This is an optimization exercise on Yosys and OpenROAD, whose aim is small area, not a production implementation. In this exercise RTL edits were held to simulation tests only and were not proved equivalent to the original. The clock port is modelled as an ideal driver; clocking choices that lean on that would not hold on a real chip. Power and IR drop assume default switching activity.

fjord:
==> flow/design.v (excerpt) <==
module display_top (
    input  logic         vclock,
    input  logic         reset,
    input  logic         vsync,       
    input  logic [10:0]  hcount,      
    input  logic [9:0]   vcount,      
    input  logic [9:0]   wave_prof,
    input  logic [9:0]   p_vpos,
    input  logic [114:0] obj_words,   
    input  logic [9:0]   score,
    input  logic [1:0]   health,
    output logic [11:0]  rgb,
    output logic [11:0]  digits       
);
    localparam int num_obj = display_pkg::num_obj;
    function automatic logic lt_c(input logic [10:0] a, input logic [10:0] c);
        logic lt;
        lt = 1'b0;
        for (int i = 0; i < 11; i++)
            lt = (~a[i] & c[i]) | (~(a[i] ^ c[i]) & lt);
        lt_c = lt;
    endfunction
    function automatic logic le(input logic [9:0] a, input logic [9:0] b);
        logic r;
        r = 1'b1;
        for (int i = 0; i < 10; i++)
            r = (~a[i] & b[i]) | (~(a[i] ^ b[i]) & r);
        le = r;
    endfunction
    function automatic logic [9:0] clamp999(input logic [9:0] b);
        logic over;
        over = (&b[9:5]) & (b[4] | b[3]);
        clamp999 = {b[9:5], b[4:3] & ~{2{over}}, b[2:0] | {3{over}}};
    endfunction
    logic                vsync_q;
    logic                frame;        
    logic                char_v;
    logic [9:0]          char_y;
    logic [num_obj-1:0]  c_v;          
    logic [num_obj-1:0]  s_v;          
    logic [10:0]         ox [num_obj];
    logic [9:0]          oy [num_obj];
    logic [1:0]          hlth;
    logic [9:0]          score_q;      
    assign frame = ~reset & ~vsync & vsync_q;
    always_ff @(posedge vclock) begin
        if (reset) begin
  ...
Size: roughly 200 I/O pins.
==> module display_top, before the edit <==
module display_top (
    input  logic         vclock,
    input  logic         reset,
    input  logic         vsync,       
    input  logic [10:0]  hcount,      
    input  logic [9:0]   vcount,      
    input  logic [9:0]   wave_prof,
    input  logic [9:0]   p_vpos,
    input  logic [114:0] obj_words,   
    input  logic [9:0]   score,
    input  logic [1:0]   health,
    output logic [11:0]  rgb,
    output logic [11:0]  digits       
);
    localparam int num_obj = display_pkg::num_obj;
    function automatic logic lt_c(input logic [10:0] a, input logic [10:0] c);
        logic lt;
        lt = 1'b0;
        for (int i = 0; i < 11; i++)
            lt = (~a[i] & c[i]) | (~(a[i] ^ c[i]) & lt);
        lt_c = lt;
    endfunction
    function automatic logic le(input logic [9:0] a, input logic [9:0] b);
        logic r;
        r = 1'b1;
        for (int i = 0; i < 10; i++)
            r = (~a[i] & b[i]) | (~(a[i] ^ b[i]) & r);
        le = r;
    endfunction
    function automatic logic [9:0] clamp999(input logic [9:0] b);
        logic over;
        over = (&b[9:5]) & (b[4] | b[3]);
        clamp999 = {b[9:5], b[4:3] & ~{2{over}}, b[2:0] | {3{over}}};
    endfunction
    logic                vsync_q;
    logic                frame;        
    logic                char_v;
    logic [9:0]          char_y;
    logic [num_obj-1:0]  c_v;          
    logic [num_obj-1:0]  s_v;          
    logic [10:0]         ox [num_obj];
    logic [9:0]          oy [num_obj];
    logic [1:0]          hlth;
    logic [9:0]          score_q;      
    assign frame = ~reset & ~vsync & vsync_q;
    always_ff @(posedge vclock) begin
        if (reset) begin
            vsync_q <= 1'b1;
            char_v  <= 1'b0;
            hlth    <= '0;
            score_q <= '0;
        end else begin
            vsync_q <= vsync;
            if (frame) begin
                char_v  <= 1'b1;
                hlth    <= health;
                score_q <= clamp999(score);
            end
        end
    end
    always_ff @(posedge vclock) begin
        if (frame) begin
            for (int i = 0; i < num_obj; i++) begin
                c_v[i] <= (obj_words[23*i +: 23] != '0) && (obj_words[23*i+21 +: 2] == 2'd0);
                s_v[i] <= (obj_words[23*i+21 +: 2] == 2'd1);
            end
            char_y <= p_vpos;
            for (int i = 0; i < num_obj; i++) begin
                ox[i] <= obj_words[23*i+10 +: 11];
                oy[i] <= obj_words[23*i +: 10];
            end
        end
    end
    function automatic logic [11:0] addn(input logic [10:0] x, input logic [10:0] hn);
        logic c;
        logic [10:0] s;
        c = 1'b0;
        for (int i = 0; i < 11; i++) begin
            s[i] = x[i] ^ hn[i] ^ c;
            c    = (x[i] & hn[i]) | (x[i] & c) | (hn[i] & c);
        end
        addn = {c, s};
    endfunction
    logic [10:0]   hn;      
    logic [10:0]   vn;
    logic          char_hit;
    logic [num_obj-1:0] coll_hit, shark_hit;
    logic [11:0]   cd;
    assign hn = ~hcount;
    assign vn = ~{1'b0, vcount};
    assign cd = addn({1'b0, char_y}, vn);
    assign char_hit = char_v && !cd[11] && lt_c(~cd[10:0], 11'd40) &&
                      !lt_c(hcount, 11'd10) && lt_c(hcount, 11'd55);
    for (genvar i = 0; i < num_obj; i++) begin : g_obj
        logic [11:0] sx, sy;    
        assign sx = addn(ox[i], hn);
        assign sy = addn({1'b0, oy[i]}, vn);
        assign coll_hit[i]  = c_v[i] && !sx[11] && !sy[11] && (&sx[10:4]) && (|sx[3:0]) && (&sy[9:4]);
        assign shark_hit[i] = s_v[i] && !sx[11] && !sy[11] && (&sx[10:6]) && (sx[5] || (sx[4] && sx[3])) && (&sy[9:5]) && (sy[4] || (sy[3] && sy[2]));
    end
    logic [1:0] hl_next;
    logic       heart_row, heart_hit, heart_full;
    assign hl_next   = frame ? health : hlth;
    assign heart_row = !lt_c({1'b0, vcount}, 11'd20) && lt_c({1'b0, vcount}, 11'd60);
    always_comb begin
        heart_hit  = 1'b0;
        heart_full = 1'b0;
        if (!lt_c(hcount, 11'd20) && lt_c(hcount, 11'd60)) begin
            heart_hit  = heart_row;
            heart_full = hl_next != 2'd0;
        end else if (!lt_c(hcount, 11'd80) && lt_c(hcount, 11'd120)) begin
            heart_hit  = heart_row;
            heart_full = hl_next[1];
        end else if (!lt_c(hcount, 11'd140) && lt_c(hcount, 11'd180)) begin
            heart_hit  = heart_row;
            heart_full = hl_next == 2'd3;
        end
    end
    localparam logic [2:0] k_black = 3'b000;
    localparam logic [2:0] k_char  = 3'b110;
    localparam logic [2:0] k_coll  = 3'b111;
    localparam logic [2:0] k_shark = 3'b010;
    localparam logic [2:0] k_hfull = 3'b100;
    localparam logic [2:0] k_hempt = 3'b101;
    localparam logic [2:0] k_sky   = 3'b011;
    localparam logic [2:0] k_water = 3'b001;
    logic [2:0] code, c1, c2;
    always_comb begin
        if (char_hit)            code = k_char;
        else if (char_v && |coll_hit)  code = k_coll;
        else if (char_v && |shark_hit) code = k_shark;
        else if (heart_hit)      code = heart_full ? k_hfull : k_hempt;
        else if (le(vcount, wave_prof)) code = k_sky;
        else                     code = k_water;
    end
    always_ff @(posedge vclock) begin
        if (reset) begin
            c1 <= k_black;
            c2 <= k_black;
        end else begin
            c1 <= code;
            c2 <= c1;
        end
    end
    always_comb begin
        case (c2)
            k_char:  rgb = display_pkg::color_char;
            k_coll:  rgb = display_pkg::color_coll;
            k_shark: rgb = display_pkg::color_shark;
            k_hfull: rgb = display_pkg::color_heart_full;
            k_hempt: rgb = display_pkg::color_heart_empty;
            k_sky:   rgb = display_pkg::color_sky;
            k_water: rgb = display_pkg::color_water;
            default: rgb = 12'h000;
        endcase
    end
    function automatic logic [3:0] div5_step(input logic [2:0] r, input logic bit_in);
        logic       q;
        logic [2:0] n;
        q    = r[2] | (r[1] & (r[0] | bit_in));
        n[2] = (r[2] & bit_in) | (r[1] & ~r[0] & ~bit_in);
        n[1] = (r[2] & ~bit_in) | (r[0] & (~r[1] | bit_in));
        n[0] = (r[2] & ~bit_in) | (~r[2] & ~r[1] & bit_in) | (r[1] & r[0] & ~bit_in);
        div5_step = {q, n};
    endfunction
    function automatic logic [11:0] to_bcd(input logic [9:0] b);
        logic [3:0] t;
        logic [8:0] q1;    
        logic [2:0] r1;
        logic [5:0] q2;    
        logic [2:0] r2;
        r1 = 3'd0;
        for (int i = 9; i >= 1; i--) begin
            t = div5_step(r1, b[i]);
            q1[i-1] = t[3];
            r1 = t[2:0];
        end
        r2 = 3'd0;
        for (int i = 6; i >= 1; i--) begin
            t = div5_step(r2, q1[i]);
            q2[i-1] = t[3];
            r2 = t[2:0];
        end
        to_bcd = {q2[3:0], r2, q1[0], r1, b[0]};
    endfunction
    assign digits = to_bcd(score_q);
endmodule
==> flow/config.mk <==
export PLATFORM = sky130hd
export DESIGN_NAME = display_top
export DESIGN_NICKNAME = display_top
export VERILOG_FILES = /design/flow/design.v
export SDC_FILE = /design/flow/constraint.sdc
export NUM_CORES = 4
export LEC_CHECK = 0
export ABC_AREA = 1
export CAP_MARGIN = 20
export CORE_MARGIN = 2
export CORE_UTILIZATION = 65
export PLACE_DENSITY = 0.75
export SLEW_MARGIN = 20
==> flow/constraint.sdc <==
create_clock -name core_clock -period 12.5 [get_ports {vclock}]
set_input_delay 2.5000 -clock core_clock [delete_from_list [all_inputs] [get_ports {vclock}]]
set_output_delay 2.5000 -clock core_clock [all_outputs]
set_load 0.01 [all_outputs]
standard.sh (not shown) runs the stock make flow with config.mk's settings and CLKGATE_MAP_FILE= SYNTH_SCRIPT=/design/flow/synth_recipe.tcl, a recipe that flattens the netlist after the stock synthesis.
==> flow/flow/run.sh <==
#!/bin/bash
# The standard layout, with these changes to how it is made:
#  - ABC's area script is flow/abc_area.script (registers are untouched);
#  - after synthesis, flow/fapol.py turns full adder cells round (all inputs
#    and outputs complemented) where that saves inverters, and flow/reopt.ys
#    maps the other gates again with ABC; registers, adders and their names
#    are kept;
#  - the port buffers are sky130_fd_sc_hd__buf_1 cells;
#  - clock tree synthesis uses clkbuf_4 buffers and no dummy loads; then
#    flow/post_cts.tcl makes the buffers with slow load edges clkbuf_8.
# Each tool's output goes to a log file of its own in this folder.
set -euo pipefail
rm -rf scripts_mod
cp -r "$FLOW_HOME/scripts" scripts_mod
cp flow/abc_area.script scripts_mod/abc_area.script
export BUFFER_PORTS_ARGS="-buffer_cell sky130_fd_sc_hd__buf_1"
export CTS_ARGS="-sink_clustering_enable -repair_clock_nets -dont_use_dummy_load -buf_list {sky130_fd_sc_hd__clkbuf_4}"
export POST_CTS_TCL="$PWD/flow/post_cts.tcl"
R="$PWD/orfs/results/$FLOW_PLATFORM/display_top/base"
LIB="$FLOW_HOME/platforms/$FLOW_PLATFORM/lib/sky130_fd_sc_hd__tt_025C_1v80.lib"
bash standard.sh SCRIPTS_DIR="$PWD/scripts_mod" "$R/1_2_yosys.v" > synth.log 2>&1
cp "$R/1_2_yosys.v" synth_netlist.v
python3 flow/fapol.py synth_netlist.v fapol_netlist.v 0.3 > fapol.log 2>&1
sed "s#LIBFILE#$LIB#g" flow/reopt.ys > reopt_run.ys
yosys -q -l reopt.log reopt_run.ys > /dev/null 2>&1
# keep the new netlist only if it has the same registers, by cell and name
regs() { grep -oE 'sky130_fd_sc_hd__[a-z]*df[a-z0-9_]* +[^ (]+' "$1" | sort; }
if [[ -s reopt_netlist.v ]] && diff <(regs synth_netlist.v) <(regs reopt_netlist.v) > regs_diff.log; then
  echo "using reopt_netlist.v" >> fapol.log
  cp reopt_netlist.v "$R/1_2_yosys.v"
else
  echo "registers differ, keeping synthesis's netlist" >> fapol.log
fi
bash standard.sh SCRIPTS_DIR="$PWD/scripts_mod" finish > standard.log 2>&1
Other scripts of this flow, unchanged in this note and not shown: flow/flow/abc_area.script, flow/flow/fapol.py, flow/flow/post_cts.tcl, flow/flow/reopt.abc, flow/flow/reopt.ys
fjord completed end to end with timing, DRC and antenna clean.
Input-level comparison between zinc and fjord:
--- a/flow/design.v
+++ b/flow/design.v
@@ -124,5 +124,5 @@
         for (int i = 0; i < 11; i++) begin
             s[i] = x[i] ^ hn[i] ^ c;
-            c    = (x[i] & hn[i]) | (x[i] & c) | (hn[i] & c);
+            c    = (x[i] & hn[i]) | (c & (x[i] ^ hn[i]));
         end
         addn = {c, s};
@@ -139,7 +139,10 @@
                       !lt_c(hcount, 11'd10) && lt_c(hcount, 11'd55);
     for (genvar i = 0; i < num_obj; i++) begin : g_obj
-        logic [11:0] sx, sy;    
+        logic [11:0] sx, sy;
+        logic [10:0] dx, dy;
         assign sx = addn(ox[i], hn);
         assign sy = addn({1'b0, oy[i]}, vn);
+        assign dx = ~sx[10:0];
+        assign dy = ~sy[10:0];
         assign coll_hit[i]  = c_v[i] && !sx[11] && !sy[11] && (&sx[10:4]) && (|sx[3:0]) && (&sy[9:4]);
         assign shark_hit[i] = s_v[i] && !sx[11] && !sy[11] && (&sx[10:6]) && (sx[5] || (sx[4] && sx[3])) && (&sy[9:5]) && (sy[4] || (sy[3] && sy[2]));
Findings:
- Status: cell area after synthesis parity (zinc, fjord)
- Compared with fjord, zinc shows portion of total power attributed to combinational logic lower by 1.7 points.
- The fraction of standard cell area that is sequential of zinc and that of fjord are within noise of each other.
- Summary: with fjord as the reference, fmax in zinc moved down by a few percent.
- fjord has higher cell count of the worst reg-to-reg path than zinc.
- fjord ended up with score_q[8] as its launch point of the worst path; zinc ended up with score_q[9].
- Between fjord and zinc, effective utilization at floorplan decreased.

## static timing again, ports no longer ideal
The flow's constraints put no driver on any port. The routed layouts listed below were extracted and timed again, unchanged, in two steps.
Step 1 sets driving cells, clkbuf_16 on the clock port and buf_2 on the other inputs (assumed; they add their load-dependent delay and slew).
Step 2 moves the port delays by t, midway between the first and last clock arrival at a register: inputs arrive t later, outputs are due t later. That takes back most of the time a late clock gives input paths.
Three values: ideal, step 1, step 2; two values: the first two.
| run | t, ns | setup WS [ns] | hold slack, ns | cell pins on the clock port's net |
|---|---|---|---|---|
| fjord | 0.461 | 3.525 / 3.486 / 3.940 | 0.468 / 0.468 / 0.468 | 1 |
| zinc | 0.467 | 2.870 / 2.832 / 3.299 | 0.465 / 0.465 / 0.465 | 1 |
After both steps every run listed still meets setup and hold.
